This is an optimization exercise on Yosys and OpenROAD, whose aim is small area, not a production implementation. In this exercise RTL edits were held to simulation tests only and were not proved equivalent to the original. The flow treats the clock pin as an ideal source, which a real chip does not have. Power is estimated from default activity; no workload was simulated.

### design.v
package tsp_pkg;
  localparam int         NCITY   = 64;
  localparam int         COORD_W = 8;
  localparam int         IDX_W   = $clog2(NCITY);
  localparam logic [7:0] HDR     = 8'hA5;
  localparam int         TIMEOUT = 2_000;
  typedef enum logic [2:0] {
    RST   = 3'b000,
    DONE  = 3'b001,
    IDLE  = 3'b010,
    PUB   = 3'b011,
    COUNT = 3'b100,
    XB    = 3'b101,
    YB    = 3'b110,
    CSUM  = 3'b111
  } ld_state_t;
endpackage
module tsp_coord_loader #(
  parameter int         NCITY   = tsp_pkg::NCITY,
  parameter int         COORD_W = tsp_pkg::COORD_W,
  parameter logic [7:0] HDR     = tsp_pkg::HDR,
  parameter int         TIMEOUT = tsp_pkg::TIMEOUT,
  localparam int        IDX_W   = $clog2(NCITY)
) (
  input  logic               clk,
  input  logic               rst,
  input  logic [7:0]         in_data,
  input  logic               in_valid,
  output logic               in_ready,
  output logic [NCITY*COORD_W-1:0] xs,   
  output logic [NCITY*COORD_W-1:0] ys,   
  output logic [IDX_W:0]     n_cities,
  output logic               coord_valid,
  output logic               solver_rst,
  output logic               err
);
  localparam int             TO_W    = 11;
  function automatic logic [TO_W-1:0] lfsr_next(input logic [TO_W-1:0] q);
    lfsr_next = {q[TO_W-2:0], ~(q[10] ^ q[8])};
  endfunction
  function automatic logic [TO_W-1:0] lfsr_after(input int steps);
    lfsr_after = '0;
    for (int i = 0; i < steps; i++) lfsr_after = lfsr_next(lfsr_after);
  endfunction
  localparam logic [TO_W-1:0] TO_LAST = lfsr_after(TIMEOUT - 1);
  tsp_pkg::ld_state_t state;
  logic [IDX_W:0]   n_lat;      
  logic [IDX_W-1:0] idx;        
  logic [IDX_W:0]   idx_inc;    
  logic [7:0]       sum;        
  logic [TO_W-1:0]  idle_cnt;   
  logic             rx;         
  logic             timeout;
  logic             accept;
  logic             wr_x, wr_y;
  logic [COORD_W-1:0] xs_r [NCITY];   
  logic [COORD_W-1:0] ys_r [NCITY];
  for (genvar g = 0; g < NCITY; g++) begin : g_flat
    assign xs[g*COORD_W +: COORD_W] = xs_r[g];
    assign ys[g*COORD_W +: COORD_W] = ys_r[g];
  end
  assign in_ready   = state[2] || state[1];           
  assign solver_rst = state == tsp_pkg::PUB;
  assign accept  = in_valid && in_ready;
  assign rx      = state[2];
  assign timeout = rx && !accept && idle_cnt == TO_LAST;
  assign wr_x    = accept && state == tsp_pkg::XB;
  assign wr_y    = accept && state == tsp_pkg::YB;
  assign idx_inc = {1'b0, idx} + (IDX_W+1)'(wr_y);
  logic             clr;
  logic [NCITY-1:0] city_sel;
  logic [7:0]       dx, dy;
  assign clr = accept && state == tsp_pkg::COUNT && in_data != 8'd0 &&
               int'(in_data) <= NCITY;
  assign dx  = wr_x ? in_data : 8'd0;
  assign dy  = wr_y ? in_data : 8'd0;
  for (genvar g = 0; g < NCITY; g++) begin : g_sel
    assign city_sel[g] = idx == IDX_W'(g);
  end
  for (genvar g = 0; g < NCITY; g++) begin : g_arr
    always_ff @(posedge clk) begin
      xs_r[g] <= (xs_r[g] & {COORD_W{!clr}}) | (dx & {COORD_W{city_sel[g]}});
      ys_r[g] <= (ys_r[g] & {COORD_W{!clr}}) | (dy & {COORD_W{city_sel[g]}});
    end
  end
  always_ff @(posedge clk) begin
    if (rx && !accept && idle_cnt != TO_LAST)
      idle_cnt <= lfsr_next(idle_cnt);
    else
      idle_cnt <= '0;
    if (state == tsp_pkg::COUNT) n_lat <= (IDX_W+1)'(in_data);
    sum <= (state == tsp_pkg::COUNT ? 8'd0 : sum) +
           (state == tsp_pkg::COUNT || wr_x || wr_y ? in_data : 8'd0);
    idx <= state == tsp_pkg::COUNT ? '0 : idx_inc[IDX_W-1:0];
  end
  always_ff @(posedge clk or posedge rst) begin
    if (rst) begin
      state       <= tsp_pkg::RST;
      coord_valid <= 1'b0;
      err         <= 1'b0;
      n_cities    <= '0;
    end else begin
      err <= timeout;
      case (state)
        tsp_pkg::COUNT: begin
          if (accept) begin
            if (in_data == 8'd0 || int'(in_data) > NCITY) begin
              err   <= 1'b1;
              state <= tsp_pkg::IDLE;
            end else begin
              coord_valid <= 1'b0;
              state       <= tsp_pkg::XB;
            end
          end else if (timeout) begin
            state <= tsp_pkg::IDLE;
          end
        end
        tsp_pkg::XB: begin
          if (accept)       state <= tsp_pkg::YB;
          else if (timeout) state <= tsp_pkg::IDLE;
        end
        tsp_pkg::YB: begin
          if (accept) begin
            if (idx_inc == n_lat) state <= tsp_pkg::CSUM;
            else                  state <= tsp_pkg::XB;
          end else if (timeout) begin
            state <= tsp_pkg::IDLE;
          end
        end
        tsp_pkg::CSUM: begin
          if (accept) begin
            if (in_data == sum) begin
              n_cities <= n_lat;
              state    <= tsp_pkg::DONE;
            end else begin
              err   <= 1'b1;
              state <= tsp_pkg::IDLE;
            end
          end else if (timeout) begin
            state <= tsp_pkg::IDLE;
          end
        end
        tsp_pkg::DONE: begin
          coord_valid <= 1'b1;
          state       <= tsp_pkg::PUB;
        end
        default: begin
          if (accept && in_data == HDR) state <= tsp_pkg::COUNT;
          else                          state <= tsp_pkg::IDLE;
        end
      endcase
    end
  end
endmodule
### flow/run.sh
#!/bin/bash
# Standard ORFS layout with these changes: the port buffers that global
# placement inserts are the smallest plain buffer; CTS builds its tree from
# clkbuf_8 (root clkbuf_16) in clusters of up to 20 sinks without dummy
# balancing loads; after CTS, leaf buffers whose sinks would see a slow
# clock edge are upsized (flow/post_cts.tcl).
set -euo pipefail
export BUFFER_PORTS_ARGS="-buffer_cell sky130_fd_sc_hd__buf_1"
export CTS_ARGS="-sink_clustering_enable -repair_clock_nets -dont_use_dummy_load -buf_list sky130_fd_sc_hd__clkbuf_8 -root_buf sky130_fd_sc_hd__clkbuf_16 -sink_clustering_size 20 -sink_clustering_max_diameter 30"
export POST_CTS_TCL="$PWD/flow/post_cts.tcl"
bash standard.sh > standard.log 2>&1
### constraint.sdc
create_clock -name core_clock -period 5.0 [get_ports {clk}]
set_input_delay 1.0000 -clock core_clock [delete_from_list [all_inputs] [get_ports {clk}]]
set_output_delay 1.0000 -clock core_clock [all_outputs]
set_load 0.01 [all_outputs]
### standard.sh
#!/bin/bash
# synth_recipe.tcl (not shown) runs the flow's synth.tcl, then flattens the netlist and writes it again
# the make line also repeats each setting of config.mk as NAME=value (left out here)
make -C /OpenROAD-flow-scripts/flow DESIGN_CONFIG=/design/flow/config.mk WORK_HOME=/design/flow/orfs CLKGATE_MAP_FILE= SYNTH_SCRIPT=/design/flow/synth_recipe.tcl "${@:-finish}"
### config.mk
export PLATFORM = sky130hd
export DESIGN_NAME = tsp_coord_loader
export DESIGN_NICKNAME = tsp_coord_loader
export VERILOG_FILES = /design/flow/design.v
export SDC_FILE = /design/flow/constraint.sdc
export NUM_CORES = 4
export LEC_CHECK = 0
export CAP_MARGIN = 20
export CORE_ASPECT_RATIO = 0.25
export CORE_MARGIN = 2
export CORE_UTILIZATION = 72
export SLEW_MARGIN = 20
### flow/post_cts.tcl
# Upsize each leaf clock buffer whose sinks would see a slow clock edge
# (placement-estimated slew above 95 ps) to clkbuf_16, then legalize.
estimate_parasitics -placement
set upsized 0
foreach inst [get_cells clkbuf_leaf_*] {
  set out [get_pins -of_objects $inst -filter "direction==output"]
  set worst 0
  foreach p [get_pins -of_objects [get_nets -of_objects $out] -filter "direction==input"] {
    foreach e {rise fall} {
      set s [get_property $p slew_max_$e]
      if {$s > $worst} { set worst $s }
    }
  }
  if {$worst > 0.095} {
    puts "post_cts: [get_full_name $inst] worst sink slew $worst, upsized"
    replace_cell $inst sky130_fd_sc_hd__clkbuf_16
    incr upsized
  }
}
puts "post_cts: upsized $upsized leaf clock buffers"
if {$upsized > 0} {
  detailed_placement
  check_placement -verbose
  estimate_parasitics -placement
}
==> results.cfg, run 1 <==
[status]
status = finished clean

[timing]
max-slew-margin-rel = 0.130
max_freq_mhz = 300
final_hold_viol_count = 0
hold_ws_ns = 0.354
setup-violations-final = 0
drv_slew = 0
finClkSkew_ns = 0.0149
rsz0062_at_grt = no
tns_ns = 0
tightest_slew_ns = 1.30
fin_crit_sh = 0.667
period_needed_ns = 3.33
fin_ws_ns = 1.67

[global_routing]
grt_overflow = 0
grt_max_degree = 173
grt_pass1_vias = 28500
grt.total_usage = 0.462
antenna_found_initial = 1
grt_pass1_wl_um = 172000

[detailed_routing]
top_signal_layer_used = met4
routed_wl_um = 117000
wl_met1_um = 42500
num_vias = 31400
drt-wirelength-per-cell_um = 22.7
first_pass_iters = 6
antenna_left = 0
route.met3.wl_um = 14600
first_iter_violations = 4582
remaining_drc_errors = 0
vias_per_cell = 6.09
met2_length_um = 52700

[worst_setup_path]
arrival_ns = 3.88
crit_required_ns = 5.54
start_kind = register
reg2reg_depth = 4
critical_path_class = register to register
cp_max_fo = 17
crit_path_end_kind = register

[logic_synthesis]
syn_inst = 3697
yosys_warnings = 3
synthDistinctLibCells = 46
syn_avg_cell_area_um2 = 9.04
async_flop_share = 0.0112
ys_seq_area_frac = 0.643
syn_nets = 3718
ys_ff_latch = 1068
syn_area_um2 = 33400
synth_ff_type = dfxtp_1
synth_edf_count = 7

[power]
p_per_area_nw_per_um2 = 378
p_leak_nw = 14.4
ir_drop_mv = 0.272

[finish]
layout-drive-gt1-share = 0.0247
areaGrowthSynthToFinish_pct = 15.5
fill_cells = 2941
fin_util = 0.846
fin_area_um2 = 38600
layout.nets = 4551

[placement]
place_congestion = 1.03
portBuffers = 1045
hpwl_um = 76100
dp_slack_ns = 1.43
dpl-instance-area_um2 = 37100

[floorplan]
initial_core_util = 0.732
rows = 39
die_y_um = 112
ios = 1046
core_um2 = 45700
fp.dieW_um = 435
die_area_um2 = 48600

[clocking]
clkLatencyLatePin_ns = 0.64
numClockSinks = 1068
clkTransAtPathRegs_ns = 0.09
tritoncts = done

[flow_run]
maxCapViolCount = 0

[worst_hold_path]
hp-class = primary input to asynchronous set/reset pin
synth_stat cells (3+ instances only):
master	n	area (um2)
xor2_1	14	123
nand4b_1	4	35.0
nand3_1	5	25.0
nand2_1	1119	4200
clkbuf_1	177	664
and2_1	29	181
nor2b_1	4	25.0
buf_4	3	22.5
edfxtp_1	7	210
o21ai_1	102	510
nor4_1	4	25.0
nor3_1	12	60.1
dfrtp_1	12	300
dfxtp_1	1049	21000
ha_1	9	113
buf_6	11	124
a21oi_1	9	45.0
nor2_1	28	105
buf_2	104	521
inv_1	12	45.0
mux2_2	7	78.8
o21ai_0	930	4650
nand2b_1	10	62.6
xnor2_1	9	78.8
critical path, cell delays in order (launching register included):
cell      delay (ns)
dfxtp_1         0.74
nand2b_1        0.21
nor3_1          1.00
nand2_1         0.84
o21ai_0         0.44
power breakdown:
group	internal [W]	switching, W
sequential	0.00878	0.000168
clock	0.00207	0.00269
combinational	0.000267	0.000642
total	0.0111	0.00350
through the flow:
step | total power, W | std cells
global route | 0.0150 | 5164
finish | 0.0146 | 5164
global placement | 0.00996 | 5103
floorplan | 0.00959 | 3697
detailed placement | 0.00999 | 5103
state kept, by name (all words and copies together) (netlist names), 3 cells and up:
register	flops
ys_r	512
sum	8
idx	6
idle_cnt	11
xs_r	512
state	3
n_cities	7
n_lat	7
cell type report:
type	instances	area [um2]	share of cell area
diodes	1	2.50	0.0000648
clock buffers	59	1470	0.0379
inverters	12	45.0	0.00117
multi-input cells	2321	10700	0.276
flip-flops and latches	1068	21500	0.557
well taps	635	795	0.0206
repair buffers	1068	4140	0.107
routing by layer:
| layer | up-vias | track usage |
|---|---|---|
| li1 | 13700 | - |
| met1 | 15000 | 0.575 |
| met2 | 2146 | 0.721 |
| met3 | 581 | 0.149 |
| met4 | 0 | 0.261 |
| met5 | - | 0 |
worst paths after layout:
path / from / endpoint / slack, ns
max reg2reg: idx[3] / ys_r[56][7] / 1.67
max in group asynchronous: rst / state[0] / 4.29
min: rst / n_cities[0] / 0.35
min reg2reg: ys_r[56][1] / ys_r[56][1] / 0.45
max: idx[3] / ys_r[56][7] / 1.67
min in group core_clock: ys_r[56][1] / ys_r[56][1] / 0.45
placed cells by master, fill, tap and decap left out, types with 2 or more instances in the layout:
cell type  count
nand2_1     1103
ha_1           9
nor2b_1        4
or3_1          2
nand4_1        2
nand2_2        2
nand3_1        5
nor3_1         9
nand2b_1      10
nor3b_1        2
xnor2_1        9
o21ai_1      102
clkbuf_16     58
nor2_1        27
o21ai_0      930
buf_1       1045
nor4_1         4
o21a_1         2
and2_1        29
a21oi_1        9
a21boi_0       2
buf_4         18
inv_1         12
nand4b_1       4
nand2_4       14
nor3_2         3
xor2_1        14
dfrtp_1       12
mux2_2         7
edfxtp_1       7
nor2_2         2
dfxtp_1     1049
buf_12         4
kinds of logic after synthesis:
family / after synthesis / synth area share
XOR/XNOR: 23 / 0.00603
AO/OA/AOI/OAI: 1053 / 0.159
buffers and inverters: 308 / 0.0413
flip-flops: 1068 / 0.643
multiplexers: 7 / 0.00236
adder cells (fa/ha/maj): 10 / 0.00397
AND/OR/NAND/NOR: 1228 / 0.144
==> run 2: changes to the inputs <==
==> flow/run.sh (replaced) <==
#!/bin/bash
# Standard ORFS layout with these changes: the port buffers that global
# placement inserts are the smallest plain buffer; CTS builds its tree from
# clkbuf_8 in clusters of up to 18 sinks without dummy
# balancing loads; after CTS, leaf buffers whose sinks would see a slow
# clock edge are upsized (flow/post_cts.tcl).
set -euo pipefail
export BUFFER_PORTS_ARGS="-buffer_cell sky130_fd_sc_hd__buf_1"
export CTS_ARGS="-sink_clustering_enable -repair_clock_nets -dont_use_dummy_load -buf_list sky130_fd_sc_hd__clkbuf_8 -sink_clustering_size 18 -sink_clustering_max_diameter 50"
export POST_CTS_TCL="$PWD/flow/post_cts.tcl"
bash standard.sh > standard.log 2>&1
--- a/flow/post_cts.tcl
+++ b/flow/post_cts.tcl
@@ -1,3 +1,3 @@
 # Upsize each leaf clock buffer whose sinks would see a slow clock edge
-# (placement-estimated slew above 95 ps) to clkbuf_16, then legalize.
+# (placement-estimated slew above 106 ps) to clkbuf_16, then legalize.
 estimate_parasitics -placement
@@ -13,3 +13,3 @@
   }
-  if {$worst > 0.095} {
+  if {$worst > 0.106} {
     puts "post_cts: [get_full_name $inst] worst sink slew $worst, upsized"
==> run 2 against run 1 <==
Against the previous run: power shrank 4.1%; count of clock-buffer cells in the layout grew 10; critical path depth is the same; cell count grew 0.17%; clock power shrank 13%; combinational power shrank 0.4%; still clean on timing, DRC and antenna; synthesized cell count is the same; core utilization shrank 0.74 points; non-clock buffer count is the same; global-route usage shrank 0.24 points.
==> results.cfg, run 2 <==
[status]
status = finished clean

[floorplan]
core_um2 = 45700
ios = 1046
initial_core_util = 0.732
die_area_um2 = 48600
rows = 39
fp.dieW_um = 435
die_y_um = 112

[logic_synthesis]
synth.top_cell.area_share = 0.628
yosys_warnings = 3
ys_seq_area_frac = 0.643
synth_edf_count = 7
yosysTopAreaCell = dfxtp_1
ys_ff_latch = 1068
synthDistinctLibCells = 46
synth_most_common_cell = nand2_1
synth_common_cells = nand2_1, dfxtp_1, o21ai_0
synth_area_leaders = dfxtp_1, o21ai_0, nand2_1
syn_area_um2 = 33400
syn_inst = 3697
async_flop_share = 0.0112
synth_ff_type = dfxtp_1
syn_avg_cell_area_um2 = 9.04
syn_nets = 3718

[timing]
period_needed_ns = 3.35
max-slew-margin-rel = 0.125
setup-violations-final = 0
finClkSkew_ns = 0.0582
tns_ns = 0
fin_crit_sh = 0.670
drv_slew = 0
tightest_slew_ns = 1.30
final_hold_viol_count = 0
hold_ws_ns = 0.292
max_freq_mhz = 298
rsz0062_at_grt = no

[worst_setup_path]
start_kind = register
crit_path_end_kind = register
critical_path_class = register to register
cp_max_fo = 17
crit_required_ns = 5.55
arrival_ns = 3.90

[global_routing]
grt_pass1_vias = 28200
grt.total_usage = 0.460
grt_overflow = 0
antenna_found_initial = 1
grt_pass1_wl_um = 171000
grt_max_degree = 173

[clocking]
clkTransAtPathRegs_ns = 0.11
numClockSinks = 1068
clkLatencyLatePin_ns = 0.69
tritoncts = done

[placement]
hpwl_um = 76100
place_congestion = 1.03
portBuffers = 1045
dpl-instance-area_um2 = 37100

[finish]
layout-drive-gt1-share = 0.0269
final_cell_mix = nand2_1, dfxtp_1, buf_1, o21ai_0, o21ai_1
seqCellArea_um2 = 21500
reg.largest.list = xs_r (512), ys_r (512), idle_cnt (11)
final_common_cell = nand2_1
fill_cells = 3065
fin_area_um2 = 38300
multi_input_area_um2 = 10700
antenna_cells = 0
areaGrowthSynthToFinish_pct = 14.5
fin_util = 0.838
layout.nets = 4561

[power]
p_per_area_nw_per_um2 = 366
ir_drop_mv = 0.227
p_clk_frac = 0.297
seq_power_share = 0.638
pwr-share-comb = 0.065
p_sw_w = 0.00344
swShare = 0.246
p_leak_nw = 14.2
p_int_w = 0.0106

[worst_hold_path]
hp-class = primary input to asynchronous set/reset pin

[flow_run]
maxCapViolCount = 0

[detailed_routing]
vias_per_cell = 6.07
first_iter_violations = 4436
num_vias = 31400
antenna_left = 0
drt-wirelength-per-cell_um = 22.6
routed_wl_um = 117000
first_pass_iters = 8
remaining_drc_errors = 0
-- run 2: cell types whose count changed in the layout (fill, tap and decap cells not counted) --
cell | previous run | this run
clkbuf_16 | 58 | 16
clkbuf_8 | 1 | 53
diode_2 | 1 | 0
-- run 2: kinds of logic after synthesis --
kind of cell / Yosys count / synth area share
xor gates and xnor gates: 23 / 0.00603
and+or+nand+nor: 1228 / 0.144
AOI/OAI and AO/OA: 1053 / 0.159
buffers and inverters: 308 / 0.0413
adders and majority gates: 10 / 0.00397
muxes: 7 / 0.00236
DFF: 1068 / 0.643
-- run 2: worst paths after layout --
path / start / end / slack (ns) / cells past startpoint
max: idx[3] / ys_r[24][2] / 1.65 / 4
min: rst / n_cities[6] / 0.29 / 2
max reg2reg: idx[3] / ys_r[24][2] / 1.65 / 4
min reg2reg: ys_r[18][3] / ys_r[18][3] / 0.45 / 2
max in group asynchronous: rst / coord_valid / 4.34 / 2
min in group core_clock: ys_r[18][3] / ys_r[18][3] / 0.45 / 2
-- run 2: metal layers --
layer  part of all wire  vias up  GRT usage
met1               0.37    15100      0.576
met3               0.12      525      0.147
met2               0.45     2126      0.717
li1                   -    13700          -
met5                  0        -          0
met4              0.060        0      0.247
-- run 2: cell type report --
| cell class | instances | share of cell area |
|---|---|---|
| multi-input cells | 2321 | 0.279 |
| well taps | 635 | 0.0207 |
| inverters | 12 | 0.00118 |
| repair buffers | 1068 | 0.108 |
| flip-flops and latches | 1068 | 0.562 |
| clock buffers | 69 | 0.0295 |
-- run 2: through the flow --
stage / setup slack (ns) / total power (W) / cells
global route: 1.78 / 0.0144 / 5173
detailed placement: 1.43 / 0.00999 / 5103
global placement: 1.50 / 0.00996 / 5103
floorplan: 1.78 / 0.00959 / 3697
finish: 1.65 / 0.0140 / 5173
-- run 2: power by group through the flow --
| stage | logic (W) | clock network [W] | registers, W |
|---|---|---|---|
| 2_1_floorplan | 0.000381 | 0 | 0.00921 |
| 3_3_place_gp | 0.000840 | 0 | 0.00912 |
| 3_5_place_dp | 0.000865 | 0 | 0.00913 |
| 5_1_grt | 0.000966 | 0.00445 | 0.00897 |
| 6_report | 0.000905 | 0.00416 | 0.00895 |
-- run 2: worst max-delay path, stage by stage (launching register included) --
cell and delay [ns]:
dfxtp_1 0.75, nand2b_1 0.21, nor3_1 1.01, nand2_1 0.81, o21ai_0 0.45

==> re-timing with driven ports <==
In the flow no input, the clock included, has a driving cell. The finished layouts below were timed again as built, in two steps. Step 1: set_driving_cell puts a clkbuf_16 on clk and a buf_2 on each other input, an assumption about the parent block. Step 2 times the ports against the registers' clock, not the clock port: input delays grow and output delays shrink by t, the midpoint of the rising clock arrivals with the driver on. a / b / c = ideal ports / drivers / drivers and shift; a / b = the first two.
run	t (ns)	setup WS [ns]	latest minus earliest clock arrival (ns)	pins driven straight from the clock port
run 1	0.715	1.666 / 1.666 / 1.289	0.020 / 0.020	1
run 2	0.735	1.649 / 1.649 / 1.293	0.070 / 0.070	1
After both steps every run listed still meets setup and hold. For run 1, which loses most, drivers alone change the setup slack by 0.000 ns; drivers and shift together by -0.377 ns.
